From an optimization exercise on the open Yosys and OpenROAD flow, aimed at small area; shortcuts taken in it are not production practice. Function was checked by simulation only, so behaviour that the tests miss may differ from the original. Power is estimated from default activity; no workload was simulated.

File: flow/config.mk
export PLATFORM = sky130hd
export DESIGN_NAME = matrix_stream_loader
export DESIGN_NICKNAME = matrix_stream_loader
export VERILOG_FILES = /design/flow/design.v
export SDC_FILE = /design/flow/constraint.sdc
export NUM_CORES = 4
export LEC_CHECK = 0
export CAP_MARGIN = 5
export CORE_AREA = 5 5 265 265
export DIE_AREA = 0 0 270 270
export PLACE_DENSITY = 0.72
export SLEW_MARGIN = 5
File: flow/constraint.sdc
create_clock -name core_clock -period 5.0 [get_ports {clk}]
set_input_delay 1.0000 -clock core_clock [delete_from_list [all_inputs] [get_ports {clk}]]
set_output_delay 1.0000 -clock core_clock [all_outputs]
set_load 0.01 [all_outputs]
File: flow/design.v
module matrix_stream_loader (
  input  logic          clk,
  input  logic          rst,
  input  logic          cfg_valid,
  input  logic [2:0]    rows,
  input  logic [2:0]    cols,
  output logic          cfg_err,
  input  logic          in_valid,
  input  logic [31:0]   in_data,
  output logic          in_ready,
  output logic [1151:0] Aout,
  output logic          start,
  input  logic          done,
  output logic          busy,
  output logic [1:0]    dbg_state
);
  localparam logic [1:0] S_IDLE  = 2'd0;
  localparam logic [1:0] S_LOAD  = 2'd1;
  localparam logic [1:0] S_HOLD  = 2'd2;
  localparam logic [1:0] S_DRAIN = 2'd3;
  logic [1:0]    state_q;
  logic          cfg_err_q;
  logic [5:0]    idx_q;     
  logic [5:0]    n_q;       
  logic [1151:0] aout_q;
  logic idle, load, dims_ok, accept, is_last;
  assign idle    = (state_q == S_IDLE);
  assign load    = (state_q == S_LOAD);
  assign dims_ok = (rows != 3'd0) && (rows != 3'd7) &&
                   (cols != 3'd0) && (cols != 3'd7);
  assign accept  = load & in_valid;
  assign is_last = (idx_q + 6'd1 == n_q);    
  always_ff @(posedge clk or posedge rst) begin
    if (rst) begin
      state_q   <= S_IDLE;
      cfg_err_q <= 1'b0;
    end else begin
      cfg_err_q <= idle & cfg_valid & ~dims_ok;
      case (state_q)
        S_IDLE:  if (cfg_valid && dims_ok) state_q <= S_LOAD;
        S_LOAD:  if (in_valid && is_last)  state_q <= S_HOLD;
        S_HOLD:  if (done)                 state_q <= S_DRAIN;
        default: if (!done)                state_q <= S_IDLE;
      endcase
    end
  end
  always_ff @(posedge clk) begin
    if (idle) begin
      idx_q  <= 6'd0;
      n_q <= 6'(rows) * 6'(cols);
    end else if (accept) begin
      idx_q  <= idx_q + 6'd1;
    end
  end
  logic        keep;
  logic [35:0] sel;
  assign keep = ~idle;
  always_comb begin
    for (int k = 0; k < 36; k++)
      sel[k] = accept & (idx_q == 6'(k));
  end
  always_ff @(posedge clk) begin
    for (int k = 0; k < 36; k++)
      aout_q[32*k +: 32] <= (aout_q[32*k +: 32] & {32{keep}}) |
                            (in_data & {32{sel[k]}});
  end
  assign Aout      = aout_q;
  assign cfg_err   = cfg_err_q;
  assign dbg_state = state_q;
  assign in_ready  = load;
  assign busy      = ~idle;
  assign start     = (state_q == S_HOLD);
endmodule
File: flow/flow/run.sh
#!/bin/bash
# Standard ORFS layout with these changes, which only affect cell area:
#  - port buffers are the smallest buffer (buf_1) instead of the default pick;
#  - pins may sit on adjacent routing tracks, so a smaller die fits them;
#  - after placement, a gate followed by a lone buffer is folded into one
#    stronger gate (flow/post_place.tcl);
#  - clock tree synthesis uses clkbuf_8 leaf buffers with larger sink
#    clusters and no dummy loads (flip-flop clock slew stays near 105 ps).
set -euo pipefail
export BUFFER_PORTS_ARGS="-buffer_cell sky130_fd_sc_hd__buf_1"
export PLACE_PINS_ARGS="-min_distance 1 -min_distance_in_tracks"
export CTS_ARGS="-sink_clustering_enable -repair_clock_nets -dont_use_dummy_load -buf_list {sky130_fd_sc_hd__clkbuf_8} -sink_clustering_size 17 -sink_clustering_max_diameter 60"
bash standard.sh place > standard_place.log 2>&1
P=$FLOW_HOME/platforms/sky130hd
RESULTS=$PWD/orfs/results/sky130hd/matrix_stream_loader/base PLATFORM_DIR=$P \
  PLATFORM_LIB=$P/lib/sky130_fd_sc_hd__tt_025C_1v80.lib \
  openroad -no_init -exit flow/post_place.tcl > post_place.log 2>&1
bash standard.sh finish > standard_finish.log 2>&1
File: flow/flow/collapse.tcl
# Collapse "gate -> buffer" pairs: when a buffer's input net is driven by a
# single logic gate that drives nothing else, remove the buffer and let the
# gate (sized up) drive the loads directly. Also fold a port buffer followed
# by a lone buffer into one port buffer.
proc cell_area {inst} { return [get_property [get_lib_cells */[get_property $inst ref_name]] area] }
proc total_area {} { set a 0; foreach i [get_cells *] { set m [get_property $i ref_name]; if {[string match "*tapvpwr*" $m]} continue; set a [expr $a + [cell_area $i]] }; return $a }
proc upsized {m} {
  # the _4 variant of a logic cell, if it exists and is not dont-use
  if {![regexp {^(sky130_fd_sc_hd__\w+)_(\d+)$} $m -> base d]} { return "" }
  foreach s {4} {
    if {$d >= $s} { return "" }
    set lc [get_lib_cells -quiet */${base}_$s]
    if {[llength $lc]} { return ${base}_$s }
  }
  return ""
}
puts "area before [total_area]"
set block [ord::get_db_block]
set removed 0; set resized 0
set todo {}
foreach inst [$block getInsts] {
  set m [[$inst getMaster] getName]
  if {![regexp {__(buf|clkbuf)_\d+$} $m]} continue
  if {[string match "input*" [$inst getName]] || [string match "output*" [$inst getName]]} continue
  set in [$inst findITerm A]
  set net [$in getNet]
  if {$net == "NULL"} continue
  if {[llength [$net getBTerms]]} continue
  set its [$net getITerms]
  if {[llength $its] > 40} continue
  set outnet [[$inst findITerm X] getNet]
  if {$outnet == "NULL" || [llength [$outnet getBTerms]]} continue
  set drv ""
  foreach it $its { if {[$it isOutputSignal]} { set drv [$it getInst] } }
  if {$drv == ""} continue
  set dm [[$drv getMaster] getName]
  if {[string match "*df*" $dm]} continue
  lappend todo [list $inst $drv $dm [llength $its]]
}
foreach t $todo {
  lassign $t inst drv dm nits
  set dname [$drv getName]
  set bname [$inst getName]
  if {[regexp {__(buf|clkbuf)_\d+$} $dm] && [string match "input*" $dname]} {
    set new sky130_fd_sc_hd__buf_4
  } elseif {$nits <= 6} {
    set new [upsized $dm]
  } else {
    set new ""
  }
  if {$new == ""} { continue }
  puts "collapse $bname into $dname ($dm -> $new)"
  remove_buffers [get_cells $bname]
  replace_cell [get_cells $dname] $new
  incr removed; incr resized
}
puts "collapsed $removed buffers"
puts "area after [total_area]"
File: flow/flow/post_place.tcl
# Runs between ORFS's placement and clock tree synthesis: folds gate->buffer
# pairs into one stronger gate, fixes any slew/cap violation that leaves,
# legalizes, and writes the placement back for the rest of the flow.
set R $::env(RESULTS)
read_liberty $::env(PLATFORM_LIB)
read_db $R/3_place.odb
read_sdc $R/3_place.sdc
source $::env(PLATFORM_DIR)/setRC.tcl
set_dont_use [get_lib_cells {*__probe* *__lpflow*}]
estimate_parasitics -placement
source [file dirname [info script]]/collapse.tcl
repair_design -slew_margin 5 -cap_margin 5
detailed_placement
check_placement
estimate_parasitics -placement
report_check_types -max_slew -max_capacitance -violators
report_worst_slack -max
report_worst_slack -min
puts "area final [total_area]"
write_db $R/3_place.odb
File: flow/standard.sh
#!/bin/bash
# synth_recipe.tcl (not shown) runs the flow's synth.tcl, then flattens the netlist and writes it again
# the make line also repeats each setting of config.mk as NAME=value (left out here)
make -C /OpenROAD-flow-scripts/flow DESIGN_CONFIG=/design/flow/config.mk WORK_HOME=/design/flow/orfs CLKGATE_MAP_FILE= SYNTH_SCRIPT=/design/flow/synth_recipe.tcl "${@:-finish}"
==> impl_metrics.py, run 1 <==
metrics = {
    "status": {
        "outcome": "timing/DRC/antenna clean",
    },
    "pwr": {
        "leakagePower_nw": 15.8,
        "comb_power_share_pct": 18.3,
        "pwr-share-seq_pct": 56.8,
        "power_density_nw_per_um2": 414,
        "swShare_pct": 32.1,
        "ir_drop_mv": 0.350,
        "p_sw_mw": 5.52,
        "intPower_mw": 11.7,
        "pwr-share-clk_pct": 24.8,
        "power_mw": 17.2,
    },
    "timing": {
        "final-max-slew-violation-count": 0,
        "fin_crit_sh_pct": 73.6,
        "max_freq_mhz": 272,
        "slew_headroom_pct": 13.7,
        "setup_ws_ps": 1320,
        "finalSetupViolCount": 0,
        "fin_crit_ps": 3680,
        "tns_ps": 0,
        "finalHoldViolCount": 0,
        "fin_worst_skew_ps": 91.7,
        "rsz0062_at_grt": "no",
        "tightest_slew_ps": 1290,
    },
    "synth": {
        "netlist_area_um2": 36000,
        "syn-num-nets": 2910,
        "synth_edf_count": 6,
        "synth_cell_types": 39,
        "syn_area_per_cell_um2": 12.6,
        "ys_warn_count": 1,
        "synth_flop_cell": "dfxtp_1",
        "syn_inst": 2853,
        "ys_ff_latch": 1167,
        "synth_seq_area_share_pct": 65.1,
        "ys_async_sr_fraction_pct": 0.257,
    },
    "route": {
        "route.antenna.remaining_nets": 0,
        "dr.pass1.iters": 6,
        "drc": 0,
        "wl_per_cell_um": 31.3,
        "via_per_inst": 6.38,
        "drt_iter0_drc": 3501,
        "finalWirelength_mm": 145,
        "via_count": 29500,
    },
    "worst_setup_path": {
        "endpoint_kind": "output port",
        "crit_arrival_ps": 2680,
        "path_max_fanout": 119,
        "cp-start-kind": "flip-flop",
        "required_ps": 4000,
        "cpPeakStageDelay_ps": 670,
        "worst_path_max_delay_cell": "ha_1",
        "critical_path.top_delay_family": "buffers and inverters",
        "cp_cell_sequence": "inv_1 > ha_1 > inv_8 > buf_1",
        "crit_type": "reg -> out",
        "critical_path_buf_inv_count": 3,
    },
    "cells_and_area": {
        "drive_above_1_share_pct": 4.27,
        "area_growth_syn_to_layout_pct": 15.5,
        "fin_cells": 4623,
        "finalNetCount": 3807,
        "final_core_util_pct": 61.9,
    },
    "floorplanning": {
        "die-width_um": 270,
        "dieArea_um2": 72900,
        "coreArea_um2": 67200,
        "num_rows": 95,
        "fp.dieH_um": 270,
        "ios": 1201,
        "initial_core_util_pct": 53.6,
    },
    "min_path": {
        "hold_path.class": "in -> async",
    },
    "global_route": {
        "track_usage_pct": 36.9,
        "globalRouteOverflowTotal": 0,
        "grt_max_degree": 250,
        "antenna_found_initial": 6,
        "grt_pass1_vias": 26800,
        "grt_first_pass_wirelength_mm": 202,
    },
    "placement": {
        "io_buffers": 1200,
        "place_congestion": 0.947,
        "dp_cells": 4590,
        "pre_cts_ws_ps": 2000,
        "dp_hpwl_mm": 92.5,
    },
    "clocking": {
        "clock_latency_ps": 720,
        "path_clk_slew_ps": 100,
        "cts_max_path_buffers": 3,
        "htree_levels": 3,
        "cts_buffers": 80,
        "cts_sinks": 1167,
        "root_buffer": "clkbuf_8",
        "post_cts_buffers": 0,
        "cts_tree": "yes",
        "cts_hold_buf": 0,
        "cts_resized": 0,
    },
    "run": {
        "cap_violations": 0,
    },
}
-- state kept, by name, summed over array words and instances (netlist names) --
| register | flops |
|---|---|
| aout_q | 1152 |
| idx_q | 6 |
| n_q | 6 |
| state_q | 2 |
| cfg_err_q | 1 |
-- power by group through the flow --
stage / Combinational [mW] / Sequential [mW] / Clock [mW]
final: 3.16 / 9.78 / 4.28
after global routing: 3.30 / 9.81 / 4.64
after CTS: 3.03 / 9.77 / 4.29
after detailed placement: 3.03 / 9.99 / 0
after global placement: 3.06 / 9.98 / 0
after floorplan: 2.00 / 10.1 / 0
-- cells in the mapped netlist, types with 2 or more instances --
cell type,count,area share [%]
buf_2,29,0.40
nor2_1,22,0.23
dfrtp_1,3,0.21
dfxtp_1,1158,64
fa_1,2,0.11
edfxtp_1,6,0.50
inv_1,8,0.083
o31ai_1,2,0.042
xnor2_1,6,0.15
nand2_1,12,0.13
buf_1,34,0.35
xor2_1,5,0.12
a22o_1,1152,28
nand2b_1,2,0.035
ha_1,12,0.42
and2_1,29,0.50
clkbuf_1,328,3.4
a21oi_1,4,0.056
nor3_1,5,0.070
o21ai_0,5,0.070
nand3_1,7,0.097
a21o_1,2,0.042
or3_1,4,0.070
-- cells in the final DEF (no fill, tap or decap), types with 2 or more instances in the layout --
cell type,synthesis,final
a22o_1,1152,1152
nand3_1,7,7
and2_4,0,17
xnor2_1,6,6
a21o_1,2,2
ha_1,12,12
dfxtp_1,1158,1158
buf_12,0,4
diode_2,0,2
buf_4,1,33
nor2_1,22,8
and2_2,0,4
a21oi_1,4,4
xor2_1,5,5
nor3_1,5,5
edfxtp_1,6,6
buf_1,34,1168
nand2b_1,2,2
o21ai_0,5,5
fa_1,2,2
dfrtp_1,3,3
clkbuf_2,0,3
clkbuf_8,0,80
nand2_1,12,12
or3_1,4,4
o31ai_1,2,2
nor2_4,0,14
inv_1,8,7
and2_1,29,8
-- worst register-to-register path: cells and delay by family, from the launching register on --
family | cells | cell delay, ps
AO/OA/AOI/OAI | 1 | 550
adder cells (fa/ha/maj) | 1 | 470
buffers and inverters | 3 | 1530
flip-flops | 1 | 380
-- stage by stage --
step	area [um2]	hold slack, ps
after floorplan	36000	505
after global placement	40700	463
after detailed placement	40700	468
after CTS	41500	74.0
after global routing	41500	101
final	41500	116
-- cells by family after synthesis --
| group | after synthesis | share of synthesized area [%] |
|---|---|---|
| simple gates | 89 | 1.30 |
| fa+ha+maj | 14 | 0.528 |
| compound gates | 1169 | 28.4 |
| flops | 1167 | 65.1 |
| buf+inv | 401 | 4.31 |
| xor+xnor | 11 | 0.268 |
| mux | 2 | 0.0695 |
-- worst paths after layout --
| path | cells past startpoint | startpoint | to | slack, ps |
|---|---|---|---|---|
| max | 4 | state_q[0] | busy | 1320 |
| min | 2 | rst | state_q[0] | 120 |
| max reg2reg | 5 | state_q[0] | aout_q[849] | 2000 |
| min reg2reg | 1 | aout_q[131] | aout_q[131] | 490 |
| max in group asynchronous | 2 | rst | state_q[1] | 4710 |
| min in group core_clock | 1 | aout_q[131] | aout_q[131] | 490 |
-- routing by layer --
layer	vias to the layer above	GRT usage, %	part of all wire (%)
li1	12400	-	-
met1	14500	46.2	38
met2	2126	50.4	40
met3	459	18.1	14
met4	2	23.4	7.8
met5	-	1.12	0.0090
-- layout make-up --
cell class	count	area, um2
diodes	2	5.00
repair buffers	1208	4730
well taps	873	1090
inverters	8	37.5
multi-input cells	1285	11100
clock buffers	80	1100
flip-flops and latches	1167	23400
fillers	5531	25600
==> inputs of run 2 (changes only) <==
--- a/flow/flow/post_place.tcl
+++ b/flow/flow/post_place.tcl
@@ -10,5 +10,5 @@
 estimate_parasitics -placement
 source [file dirname [info script]]/collapse.tcl
-repair_design -slew_margin 5 -cap_margin 5
+repair_design -slew_margin 20 -cap_margin 20
 detailed_placement
 check_placement
--- a/flow/config.mk
+++ b/flow/config.mk
@@ -6,7 +6,7 @@
 export NUM_CORES = 4
 export LEC_CHECK = 0
-export CAP_MARGIN = 5
+export CAP_MARGIN = 20
 export CORE_AREA = 5 5 265 265
 export DIE_AREA = 0 0 270 270
 export PLACE_DENSITY = 0.72
-export SLEW_MARGIN = 5
+export SLEW_MARGIN = 20
==> run 2 against run 1 <==
Against the previous run:
- critical endpoint unchanged
- cell area barely moved
- combinational power barely moved
- non-clock buffer count did not move
- sequential cell count did not move
- die area did not move
- synthesized cell count did not move
- highest routed layer unchanged
- sequential power barely moved
- maximum frequency rose by 0.11%
- total power barely moved
==> impl_metrics.py, run 2 <==
metrics = {
    "status": {
        "outcome": "timing/DRC/antenna clean",
    },
    "route": {
        "drc": 0,
        "route.antenna.remaining_nets": 0,
        "via_count": 29300,
        "dr.pass1.iters": 6,
        "finalWirelength_mm": 145,
        "via_per_inst": 6.34,
        "drt_iter0_drc": 3565,
        "wl_per_cell_um": 31.3,
    },
    "timing": {
        "tightest_slew_ps": 1190,
        "fin_crit_sh_pct": 73.5,
        "fin_crit_ps": 3680,
        "slew_headroom_pct": 20.9,
        "rsz0062_at_grt": "no",
        "final-max-slew-violation-count": 0,
        "finalSetupViolCount": 0,
        "max_freq_mhz": 272,
        "fin_hold_ws_ps": 117,
        "tns_ps": 0,
        "fin_worst_skew_ps": 83.7,
        "finalHoldViolCount": 0,
    },
    "cells_and_area": {
        "largest_reg_flops": 1152,
        "finalNetCount": 3807,
        "layout_commonest_cell": "buf_1",
        "final_cell_mix": "1168 x buf_1, 1158 x dfxtp_1, 1152 x a22o_1, 80 x clkbuf_8, 33 x buf_4",
        "area_growth_syn_to_layout_pct": 15.5,
        "fin_cells": 4625,
        "drive_above_1_share_pct": 4.27,
        "top_regs": "aout_q: 1152 flops, idx_q: 6 flops, n_q: 6 flops",
        "regMostFlops": "aout_q",
    },
    "worst_setup_path": {
        "cp_cell_sequence": "inv_1 > ha_1 > inv_8 > buf_1",
        "endpoint_kind": "output port",
        "cpPeakStageDelay_ps": 670,
        "cp-start-kind": "flip-flop",
        "r2r_setup_slack_ps": 1970,
        "reg2reg_from": "state_q[0]",
        "critical_path_buf_inv_count": 3,
        "required_ps": 4000,
        "critical_path.top_delay_family": "buffers and inverters",
        "crit_cells": 4,
        "crit_end": "busy",
        "crit_type": "reg -> out",
        "reg2reg_depth": 5,
        "reg2reg_to": "aout_q[894]",
        "worst_path_max_delay_cell": "ha_1",
        "crit_arrival_ps": 2680,
        "cp-startpoint": "state_q[0]",
        "path_max_fanout": 119,
    },
    "global_route": {
        "grt_max_degree": 250,
        "grt_pass1_vias": 26800,
        "track_usage_pct": 37.0,
        "globalRouteOverflowTotal": 0,
        "antenna_found_initial": 6,
        "grt_first_pass_wirelength_mm": 202,
    },
    "floorplanning": {
        "die-width_um": 270,
        "dieArea_um2": 72900,
        "num_rows": 95,
        "initial_core_util_pct": 53.6,
        "ios": 1201,
        "fp.dieH_um": 270,
        "coreArea_um2": 67200,
    },
    "synth": {
        "synth_top_family_by_area": "compound AO/OA/AOI/OAI gates",
        "synthSimpleGateAreaFrac_pct": 1.30,
        "ys_ff_latch": 1167,
        "synth_compound_area_share_pct": 28.4,
        "synthMuxAreaShare_pct": 0.0695,
        "ys_async_sr_fraction_pct": 0.257,
        "synth_edf_count": 6,
        "synth-xor-area-share_pct": 0.268,
        "synth_top_area_share_pct": 64.4,
        "yosys.area_share.adder_pct": 0.528,
        "syn_area_per_cell_um2": 12.6,
        "synth_common_cells": "1158 x dfxtp_1, 1152 x a22o_1, 328 x clkbuf_1",
        "ys_warn_count": 1,
        "synth.area.top_cells": "dfxtp_1 64%, a22o_1 28%, clkbuf_1 3.4%",
        "synth_cell_types": 39,
        "synth_seq_area_share_pct": 65.1,
        "netlist_area_um2": 36000,
        "synth_flop_cell": "dfxtp_1",
        "syn-num-nets": 2910,
        "synth_top_cell_by_area": "dfxtp_1",
        "syn_inst": 2853,
        "yosysMostFrequentCell": "dfxtp_1",
    },
    "placement": {
        "dp_hpwl_mm": 92.5,
        "io_buffers": 1200,
        "place_congestion": 0.947,
        "dp_cells": 4590,
    },
    "clocking": {
        "htree_levels": 3,
        "cts_hold_buf": 0,
        "path_clk_slew_ps": 100,
        "cts_buffers": 80,
        "cts_tree": "yes",
        "cts_sinks": 1167,
        "clock_latency_ps": 730,
        "cts_max_path_buffers": 3,
        "root_buffer": "clkbuf_8",
        "post_cts_buffers": 0,
        "cts_resized": 0,
    },
    "pwr": {
        "swShare_pct": 32.1,
        "pwr-share-clk_pct": 24.9,
        "pwr-share-seq_pct": 56.8,
        "power_mw": 17.2,
        "power_density_nw_per_um2": 414,
        "p_sw_mw": 5.52,
        "intPower_mw": 11.7,
        "leakagePower_nw": 15.8,
        "ir_drop_mv": 0.357,
        "comb_power_share_pct": 18.3,
    },
    "min_path": {
        "hold_path.class": "in -> async",
    },
    "run": {
        "cap_violations": 0,
    },
}
run 2: changes by cell type in the layout (fill, tap and decap cells not counted):
| cell | delta |
|---|---|
| clkbuf_2 | -1 |
| clkbuf_4 | +1 |
| diode_2 | +2 |
run 2: layout make-up:
| class | count | area (um2) |
|---|---|---|
| fillers | 5535 | 25600 |
| multi-input cells | 1285 | 11100 |
| clock buffers | 80 | 1100 |
| well taps | 873 | 1090 |
| repair buffers | 1208 | 4730 |
| flip-flops and latches | 1167 | 23400 |
| inverters | 8 | 37.5 |
| diodes | 4 | 10.0 |
run 2: how the worst min path moves through the flow:
stage	start	endpoint	slack, ps	cells after the start
6_report	rst	state_q[0]	120	2
3_3_place_gp	aout_q[1150]	aout_q[1150]	460	1
5_1_grt	rst	cfg_err_q	110	2
4_1_cts	rst	cfg_err_q	70	2
3_5_place_dp	aout_q[136]	aout_q[136]	470	1
2_1_floorplan	idx_q[1]	idx_q[1]	510	2
run 2: cells by family after synthesis:
family,after synthesis
muxes,2
and+or+nand+nor,89
buffers and inverters,401
DFF,1167
AOI/OAI and AO/OA,1169
xor gates and xnor gates,11
adders and majority gates,14
run 2: power groups by stage:
stage | Combinational, mW | Clock (mW) | Sequential (mW)
3_3_place_gp | 3.06 | 0 | 9.98
2_1_floorplan | 2.00 | 0 | 10.1
4_1_cts | 3.04 | 4.28 | 9.77
5_1_grt | 3.29 | 4.64 | 9.81
6_report | 3.16 | 4.28 | 9.78
3_5_place_dp | 3.03 | 0 | 9.99
run 2: stage by stage:
step	cell area [um2]	setup slack [ps]	utilization, %
final	41600	1320	61.9
after global routing	41600	1220	61.9
after CTS	41500	1290	61.9
after detailed placement	40700	2010	60.6
after global placement	40700	2050	60.6
after floorplan	36000	2280	-
run 2: metal layers:
layer | vias to the layer above | routed length (um) | GRT usage [%]
met2 | 2106 | 56900 | 49.8
met5 | - | 69 | 1.25
met1 | 14400 | 55000 | 46.5
met3 | 467 | 21100 | 18.2
met4 | 4 | 11700 | 24.5
li1 | 12400 | - | -
==> inputs of run 3 (changes only) <==
--- a/flow/flow/collapse.tcl
+++ b/flow/flow/collapse.tcl
@@ -36,10 +36,11 @@
   set dm [[$drv getMaster] getName]
   if {[string match "*df*" $dm]} continue
-  lappend todo [list $inst $drv $dm [llength $its]]
+  # a buffer driven by another (non-port) buffer is left alone
+  if {[regexp {__(buf|clkbuf)_\d+$} $dm] && ![string match "input*" [$drv getName]]} continue
+  lappend todo [list [$inst getName] [$drv getName] $dm [llength $its]]
 }
 foreach t $todo {
-  lassign $t inst drv dm nits
-  set dname [$drv getName]
-  set bname [$inst getName]
+  lassign $t bname dname dm nits
+  if {[$block findInst $bname] == "NULL" || [$block findInst $dname] == "NULL"} continue
   if {[regexp {__(buf|clkbuf)_\d+$} $dm] && [string match "input*" $dname]} {
     set new sky130_fd_sc_hd__buf_4
--- a/flow/config.mk
+++ b/flow/config.mk
@@ -9,4 +9,4 @@
 export CORE_AREA = 5 5 265 265
 export DIE_AREA = 0 0 270 270
-export PLACE_DENSITY = 0.72
+export PLACE_DENSITY = 0.85
 export SLEW_MARGIN = 20
==> run 3 against run 2 <==
Against the previous run:
- critical endpoint unchanged
- synthesized cell count is the same
- clock-buffer cell count stayed put
- cell area about the same
- largest cell class unchanged
- global-route usage decreased by 0.37 points
==> impl_metrics.py, run 3 <==
metrics = {
    "status": {
        "outcome": "timing/DRC/antenna clean",
    },
    "pwr": {
        "leakagePower_nw": 15.8,
        "power_density_nw_per_um2": 412,
        "ir_drop_mv": 0.453,
    },
    "min_path": {
        "hold_path.class": "in -> async",
    },
    "timing": {
        "fin_hold_ws_ps": 105,
        "finalSetupViolCount": 0,
        "tns_ps": 0,
        "fin_crit_ps": 3750,
        "fin_crit_sh_pct": 75.0,
        "finalHoldViolCount": 0,
        "final-max-slew-violation-count": 0,
        "fin_worst_skew_ps": 107,
        "max_freq_mhz": 267,
        "slew_headroom_pct": 20.5,
        "rsz0062_at_grt": "no",
        "tightest_slew_ps": 1190,
    },
    "cells_and_area": {
        "layout_commonest_cell": "buf_1",
        "final_core_util_pct": 61.9,
        "final_cell_mix": "1168 x buf_1, 1158 x dfxtp_1, 1152 x a22o_1, 80 x clkbuf_8, 34 x buf_4",
        "drive_above_1_share_pct": 4.29,
        "regMostFlops": "aout_q",
        "top_regs": "aout_q: 1152 flops, idx_q: 6 flops, n_q: 6 flops",
        "finalNetCount": 3809,
        "finalInstanceArea_um2": 41600,
        "area_growth_syn_to_layout_pct": 15.6,
        "largest_reg_flops": 1152,
    },
    "clocking": {
        "clock_latency_ps": 720,
        "cts_max_path_buffers": 3,
        "cts_hold_buf": 0,
        "cts_tree": "yes",
        "path_clk_slew_ps": 110,
        "cts_buffers": 80,
        "cts_resized": 0,
        "htree_levels": 3,
        "cts_sinks": 1167,
        "root_buffer": "clkbuf_8",
        "post_cts_buffers": 0,
    },
    "floorplanning": {
        "die-width_um": 270,
        "initial_core_util_pct": 53.6,
        "num_rows": 95,
        "fp.dieH_um": 270,
        "coreArea_um2": 67200,
        "ios": 1201,
        "dieArea_um2": 72900,
    },
    "global_route": {
        "antenna_found_initial": 5,
        "grt_pass1_vias": 28200,
        "globalRouteOverflowTotal": 0,
        "grt_first_pass_wirelength_mm": 202,
        "grt_max_degree": 274,
        "track_usage_pct": 36.6,
    },
    "synth": {
        "ys_ff_latch": 1167,
        "synth.area.top_cells": "dfxtp_1 64%, a22o_1 28%, clkbuf_1 3.4%",
        "synth_edf_count": 6,
        "syn_area_per_cell_um2": 12.6,
        "syn_inst": 2853,
        "ys_async_sr_fraction_pct": 0.257,
        "synth_seq_area_share_pct": 65.1,
        "synth_common_cells": "1158 x dfxtp_1, 1152 x a22o_1, 328 x clkbuf_1",
        "synth_top_area_share_pct": 64.4,
        "syn-num-nets": 2910,
        "synth_flop_cell": "dfxtp_1",
        "synth_cell_types": 39,
        "synth_top_cell_by_area": "dfxtp_1",
        "yosysMostFrequentCell": "dfxtp_1",
        "ys_warn_count": 1,
        "netlist_area_um2": 36000,
    },
    "worst_setup_path": {
        "endpoint_kind": "output port",
        "cp_cell_sequence": "inv_1 > ha_1 > inv_8 > buf_1",
        "reg2reg_from": "state_q[0]",
        "critical_path_buf_inv_count": 3,
        "crit_type": "reg -> out",
        "cp-start-kind": "flip-flop",
        "crit_arrival_ps": 2750,
        "worst_path_max_delay_cell": "inv_8",
        "required_ps": 4000,
        "critical_path.top_delay_family": "buffers and inverters",
        "cpPeakStageDelay_ps": 840,
        "path_max_fanout": 181,
        "r2r_setup_slack_ps": 1690,
        "reg2reg_to": "aout_q[150]",
        "reg2reg_depth": 6,
    },
    "placement": {
        "dpl-instance-area_um2": 40700,
        "place_congestion": 0.934,
        "dp_hpwl_mm": 89.3,
        "io_buffers": 1200,
    },
    "route": {
        "drc": 0,
        "via_count": 30300,
        "finalWirelength_mm": 144,
        "via_per_inst": 6.56,
        "wl_per_cell_um": 31.0,
        "route.antenna.remaining_nets": 0,
        "drt_iter0_drc": 4569,
        "dr.pass1.iters": 7,
    },
    "run": {
        "cap_violations": 0,
    },
}
## run 3: worst max-delay path by stage
stage | start | endpoint | slack (ps) | depth (start not counted)
after floorplan | state_q[0] | busy | 2280 | 7
after global placement | in_valid | aout_q[288] | 1810 | 6
after detailed placement | in_valid | aout_q[209] | 1810 | 6
after CTS | state_q[0] | busy | 1150 | 4
after global routing | state_q[0] | busy | 1000 | 4
final | state_q[0] | busy | 1250 | 4
## run 3: routing by layer
layer	global-route usage (%)	routed length, um	up-vias
li1	-	-	12400
met4	23.4	10600	2
met2	49.5	56500	2661
met5	1.05	13	-
met3	18.4	23400	556
met1	46.0	53000	14700
## run 3: cells by family (layout without fill, tap and decap cells)
group / count (synthesis) / in the layout / share of synthesized area (%)
AOI/OAI and AO/OA: 1169 / 1169 / 28.4
DFF: 1167 / 1167 / 65.1
buffers and inverters: 401 / 1298 / 4.31
and+or+nand+nor: 89 / 89 / 1.30
adders and majority gates: 14 / 14 / 0.528
xor gates and xnor gates: 11 / 11 / 0.268
muxes: 2 / 2 / 0.0695
other: 0 / 3 / 0
## run 3: worst reg2reg max path, stage by stage (launching register included)
cell and delay [ps]:
dfrtp_1 400, inv_1 90, ha_1 460, inv_8 840
buf_12 410, buf_16 560, a22o_1 460
## run 3: area by class of cell
type | count | area (um2)
Sequential cell | 1167 | 23400
Fill cell | 5140 | 25600
Tap cell | 873 | 1090
Clock buffer | 80 | 1100
Inverter | 8 | 37.5
Timing Repair Buffer | 1210 | 4780
Multi-Input combinational cell | 1285 | 11100
Antenna cell | 3 | 7.51
## run 3: power by group
group	switching, mW	internal (mW)	total (mW)
Sequential	0.182	9.60	9.78
Clock	2.81	1.44	4.25
Combinational	2.43	0.672	3.10
Total	5.42	11.7	17.1
## run 3: through the flow
| stage | instances | setup WS, ps | power, mW |
|---|---|---|---|
| after global placement | 4591 | 1810 | 12.9 |
| after detailed placement | 4591 | 1810 | 13.0 |
| after floorplan | 2853 | 2280 | 12.1 |
| after global routing | 4625 | 998 | 17.7 |
| after CTS | 4621 | 1150 | 17.0 |
| final | 4626 | 1250 | 17.1 |
==> inputs of run 4 (changes only) <==
--- a/flow/config.mk
+++ b/flow/config.mk
@@ -9,4 +9,4 @@
 export CORE_AREA = 5 5 265 265
 export DIE_AREA = 0 0 270 270
-export PLACE_DENSITY = 0.85
+export PLACE_DENSITY = 0.62
 export SLEW_MARGIN = 20
==> run 4 against run 3 <==
Against the previous run:
- still clean
- cell area about the same
- register-to-register slack improved by 300 ps
- worst hold slack gained 14 ps
- clock power is essentially flat
- sequential share of layout area about the same
- utilization barely moved
- final cell count about the same
- maximum frequency up 12%
- total power rose by 0.45%
- synthesized cell count unchanged
==> impl_metrics.py, run 4 <==
metrics = {
    "synth": {
        "ys_async_sr_fraction_pct": 0.257,
        "netlist_area_um2": 36000,
        "synth_top_cell_by_area": "dfxtp_1",
        "synth_seq_area_share_pct": 65.1,
        "syn_area_per_cell_um2": 12.6,
        "ys_ff_latch": 1167,
        "synth_edf_count": 6,
        "ys_warn_count": 1,
        "synth_common_cells": "1158 x dfxtp_1, 1152 x a22o_1, 328 x clkbuf_1",
        "synth.area.top_cells": "dfxtp_1 64%, a22o_1 28%, clkbuf_1 3.4%",
        "synth_cell_types": 39,
        "synth_flop_cell": "dfxtp_1",
        "synth_top_area_share_pct": 64.4,
        "syn_inst": 2853,
        "yosysMostFrequentCell": "dfxtp_1",
        "syn-num-nets": 2910,
    },
    "clocking": {
        "cts_buffers": 79,
        "post_cts_buffers": 0,
        "root_buffer": "clkbuf_8",
        "cts_hold_buf": 0,
        "cts_resized": 0,
        "path_clk_slew_ps": 100,
        "cts_max_path_buffers": 3,
        "cts_tree": "yes",
        "cts_sinks": 1167,
        "clock_latency_ps": 720,
        "htree_levels": 3,
    },
    "cells_and_area": {
        "finalNetCount": 3808,
        "layout_commonest_cell": "buf_1",
        "final_cell_mix": "1168 x buf_1, 1158 x dfxtp_1, 1152 x a22o_1, 79 x clkbuf_8, 31 x buf_4",
        "fillerInstances": 5608,
        "largest_reg_flops": 1152,
        "drive_above_1_share_pct": 4.29,
        "top_regs": "aout_q: 1152 flops, idx_q: 6 flops, n_q: 6 flops",
        "regMostFlops": "aout_q",
        "area_growth_syn_to_layout_pct": 15.6,
        "final_core_util_pct": 61.9,
    },
    "route": {
        "via_count": 29400,
        "drc": 0,
        "via_per_inst": 6.35,
        "drt_iter0_drc": 3307,
        "route.antenna.remaining_nets": 0,
        "finalWirelength_mm": 150,
        "wl_per_cell_um": 32.4,
        "dr.pass1.iters": 6,
    },
    "timing": {
        "finalHoldViolCount": 0,
        "finalSetupViolCount": 0,
        "slew_headroom_pct": 18.6,
        "rsz0062_at_grt": "no",
        "max_freq_mhz": 298,
        "fin_crit_ps": 3360,
        "final-max-slew-violation-count": 0,
        "tns_ps": 0,
        "tightest_slew_ps": 1220,
        "fin_worst_skew_ps": 68.0,
        "fin_crit_sh_pct": 67.2,
    },
    "floorplanning": {
        "ios": 1201,
        "dieArea_um2": 72900,
        "initial_core_util_pct": 53.6,
        "coreArea_um2": 67200,
        "num_rows": 95,
        "fp.dieH_um": 270,
        "die-width_um": 270,
    },
    "worst_setup_path": {
        "crit_arrival_ps": 2360,
        "crit_type": "reg -> out",
        "reg2reg_depth": 8,
        "r2r_setup_slack_ps": 1990,
        "cp-start-kind": "flip-flop",
        "path_max_fanout": 141,
        "reg2reg_to": "aout_q[301]",
        "reg2reg_from": "state_q[1]",
        "endpoint_kind": "output port",
        "required_ps": 4000,
    },
    "global_route": {
        "grt_max_degree": 250,
        "globalRouteOverflowTotal": 0,
        "antenna_found_initial": 4,
        "track_usage_pct": 38.3,
        "grt_pass1_vias": 27100,
        "grt_first_pass_wirelength_mm": 208,
    },
    "pwr": {
        "ir_drop_mv": 0.656,
        "leakagePower_nw": 15.8,
        "power_density_nw_per_um2": 414,
        "power_mw": 17.2,
    },
    "min_path": {
        "hold_path.class": "in -> async",
    },
    "run": {
        "cap_violations": 0,
    },
    "placement": {
        "dp_hpwl_mm": 98.0,
        "io_buffers": 1200,
        "place_congestion": 0.939,
    },
    "status": {
        "outcome": "timing/DRC/antenna clean",
    },
}
run 4: cell count changes in the layout (fill, tap and decap cells not counted), sizes merged:
cell	delta
buf	-4
clkbuf	+3
run 4: logic make-up after synthesis:
family          synth area share (%)
compound gates                  28.4
flops                           65.1
buf+inv                         4.31
simple gates                    1.30
fa+ha+maj                      0.528
xor+xnor                       0.268
mux                           0.0695
run 4: stage by stage:
step | std cells | setup slack (ps) | hold slack [ps] | instance area [um2]
CTS | 4622 | 1620 | 73.4 | 41600
global placement | 4592 | 1800 | 464 | 40700
detailed placement | 4593 | 1760 | 468 | 40700
floorplan | 2853 | 2280 | 505 | 36000
global route | 4625 | 1520 | 94.9 | 41600
finish | 4625 | 1640 | 119 | 41600
run 4: layout make-up:
class                   count  area (um2)  area share (%)
diodes                      3        7.51          0.0181
well taps                 873        1090            2.63
multi-input cells        1285       11200            26.8
repair buffers           1210        4760            11.5
flip-flops and latches   1167       23400            56.4
clock buffers              79        1090            2.61
inverters                   8        37.5          0.0903
run 4: metal layers:
metal  share of wire, %  GRT usage [%]
met1                 39           48.1
met2                 40           52.0
met3                 14           19.1
met4                7.4           24.2
met5              0.051           1.71
run 4: worst max path at each step:
| stage | from | end | slack [ps] | cells past startpoint |
|---|---|---|---|---|
| after floorplan | state_q[0] | busy | 2280 | 7 |
| after CTS | state_q[0] | busy | 1620 | 4 |
| after detailed placement | in_valid | aout_q[197] | 1760 | 5 |
| final | state_q[1] | busy | 1640 | 4 |
| after global routing | state_q[1] | busy | 1520 | 4 |
| after global placement | in_valid | aout_q[173] | 1800 | 5 |
run 4: where the power goes:
part / switching [mW] / internal, mW / leakage [nW] / total [mW]
combinational: 2.50 / 0.674 / 5.84 / 3.18
sequential: 0.171 / 9.60 / 9.42 / 9.77
clock: 2.84 / 1.43 / 0.568 / 4.26
total: 5.51 / 11.7 / 15.8 / 17.2
run 4: worst max-delay path: stages, from the launching register on:
cell and delay [ps]:
dfrtp_1 410, inv_1 100, ha_4 240, inv_8 600
buf_1 240

[port drivers added, routing unchanged]
In the flow no input, the clock included, has a driving cell. The finished layouts below were timed again as built, in two steps. Step 1 (the two cells are an assumption about what drives the block):
set clk [get_ports {clk}]
set_driving_cell -lib_cell sky130_fd_sc_hd__clkbuf_16 $clk
set_driving_cell -lib_cell sky130_fd_sc_hd__buf_2 [delete_from_list [all_inputs] $clk]
Step 2 moves the port delays by t, midway between the first and last clock arrival at a register: inputs arrive t later, outputs are due t later. That takes back most of the time a late clock gives input paths. Slacks: ideal / step 1 / step 2; pairs: ideal / step 1.
| run | shift t [ns] | setup WS [ns] | worst data-port slew with drivers (ns) |
|---|---|---|---|
| run 1 | 0.742 | 1.320 / 1.255 / 1.789 | 0.13 |
| run 2 | 0.751 | 1.324 / 1.263 / 1.727 | 0.11 |
| run 3 | 0.727 | 1.248 / 1.185 / 1.543 | 0.10 |
| run 4 | 0.744 | 1.642 / 1.584 / 1.682 | 0.14 |
After both steps every run listed still meets setup and hold.
